Background: an optimization exercise with open tools, aiming at small area. Do not read the settings as production practice.
Function was checked by simulation only, so behaviour that the tests miss may differ from the original.
Power and IR drop assume default switching activity.

==> flow/design.v (excerpt) <==
module instr_fetch #(
    parameter int unsigned   W       = 8,
    parameter int unsigned   IW      = 9,
    parameter logic [IW-1:0] HALT_OP = {IW{1'b1}}
) (
    input  logic          clk,
    input  logic          rst,
    input  logic          load_valid_i,
    input  logic [IW-1:0] load_data_i,
    input  logic          load_last_i,
    input  logic          start_i,
    input  logic [W-1:0]  pc_i,
    input  logic          stall_i,
    input  logic          flush_i,
    output logic [IW-1:0] instr_o,
    output logic          instr_valid_o,
    output logic          loading_c,
    output logic          done_o,
    output logic          load_err_o,
    output logic [W:0]    load_count_o
);
    localparam int unsigned DEPTH = 2 ** W;
    localparam int unsigned CNT_W = W + 1;
    typedef enum logic [1:0] {
        LOAD   = 2'd0,
        IDLE   = 2'd1,
        RUN    = 2'd2,
        HALTED = 2'd3
    } state_e;
    state_e           state_q;
    logic [IW-1:0]    instr_q;
    logic             instr_valid_q;
    logic             done_q;
    logic             load_err_q;
    logic [CNT_W-1:0] load_count_q;
    logic [IW-1:0] mem_q [DEPTH];
    logic [IW-1:0] mem_d [DEPTH];
    logic load_full_c;
    logic mem_we_c;
    assign load_full_c = load_count_q[W];
    assign mem_we_c = (state_q == LOAD) && load_valid_i && !load_full_c && !rst;
    logic [DEPTH-1:0] we;
    logic [DEPTH-1:0] wen;
    logic [DEPTH-1:0] rsel;
    logic [IW-1:0]    rdata;
    logic [15:0] wl, wln, wh, whn;
    logic [15:0] rl, rln, rh, rhn;
    always_comb begin
        wl = '0;
        wh = '0;
        rl = '0;
        rh = '0;
        wl[load_count_q[3:0]] = 1'b1;
        wh[load_count_q[7:4]] = mem_we_c;
  ...
Size in the first run: ~6,700 cells after synthesis, ~2,300 flip-flops, ~46 I/O pins.
clock: 8.0 ns
lec_check: 0
abc_area: 0
cap_margin: 20
core_margin: 2
core_utilization: 45
slew_margin: 20
synth_hierarchical: 1
synth_minimum_keep_size: 0
standard.sh (not shown) runs the stock make flow with config.mk's settings and CLKGATE_MAP_FILE= SYNTH_SCRIPT=/design/flow/synth_recipe.tcl, a recipe that flattens the netlist after the stock synthesis.
==> flow/flow/run.sh <==
#!/bin/bash
set -euo pipefail
cd "$(dirname "$0")/.."
bash standard.sh \
  CTS_ARGS="-sink_clustering_enable -repair_clock_nets -dont_use_dummy_load -buf_list sky130_fd_sc_hd__clkbuf_4 -sink_clustering_size 10 -sink_clustering_max_diameter 35" \
  finish > flow_make.log 2>&1
==> next run, changes <==
==> flow/flow/run.sh (replaced) <==
#!/bin/bash
set -euo pipefail
cd "$(dirname "$0")/.."
bash standard.sh \
  CTS_ARGS="-sink_clustering_enable -repair_clock_nets -dont_use_dummy_load -buf_list sky130_fd_sc_hd__clkbuf_4 -sink_clustering_size 10 -sink_clustering_max_diameter 40" \
  finish > flow_make.log 2>&1
--- a/flow/config.mk
+++ b/flow/config.mk
@@ -11,2 +11,3 @@
 export CORE_UTILIZATION = 45
+export SETUP_SLACK_MARGIN = 0.4
 export SLEW_MARGIN = 20
After rerunning:
- The new run finished clean
- final area falls by 0.52%
- power falls by 2.0%
- combinational power barely changes
- die area does not change
- area after synthesis does not change
- critical path depth does not change
- global-route usage barely changes
- clock skew falls by 0.061 ns
==> next run, changes <==
==> flow/flow/run.sh (replaced) <==
#!/bin/bash
set -euo pipefail
cd "$(dirname "$0")/.."
bash standard.sh \
  CTS_ARGS="-sink_clustering_enable -repair_clock_nets -dont_use_dummy_load -buf_list sky130_fd_sc_hd__clkbuf_4 -sink_clustering_size 10 -sink_clustering_max_diameter 35" \
  finish > flow_make.log 2>&1
--- a/flow/config.mk
+++ b/flow/config.mk
@@ -10,4 +10,4 @@
 export CORE_MARGIN = 2
-export CORE_UTILIZATION = 45
-export SETUP_SLACK_MARGIN = 0.4
+export CORE_UTILIZATION = 40
+export SETUP_SLACK_MARGIN = 0.2
 export SLEW_MARGIN = 20
After rerunning: The new run completed without violations; cell count went up by 3.8%; global-route usage falls by 3.1 points; combinational power is about the same.

## what the ideal ports hide
The flow's constraints put no driver on any port. The routed layouts listed below were extracted and timed again, unchanged, in two steps. Step 1, drivers: a clkbuf_16 drives clk and a buf_2 each remaining input, both assumed. Step 2, shift: input delay + t, output delay - t, t = (earliest + latest rising clock arrival at the registers) / 2. This alone moves slack from input paths to output paths. Three values: ideal, step 1, step 2; two values: the first two.
run	t (ns)	setup WS [ns]	worst setup path after step 2	slew at the worst register clock pin (ns)	pins driven straight from the clock port
the first run	1.441	2.060 / 2.115 / 0.674	input to register	0.11 / 0.11	1
the second run	1.446	2.009 / 2.064 / 0.619	input to register	0.12 / 0.12	1
the third run	1.465	1.488 / 1.525 / 0.060	input to register	0.11 / 0.11	1
After both steps setup and hold are still met in every run listed. The setup slack of the third run, which loses most, moves by +0.037 ns with the drivers and by -1.428 ns with both steps.
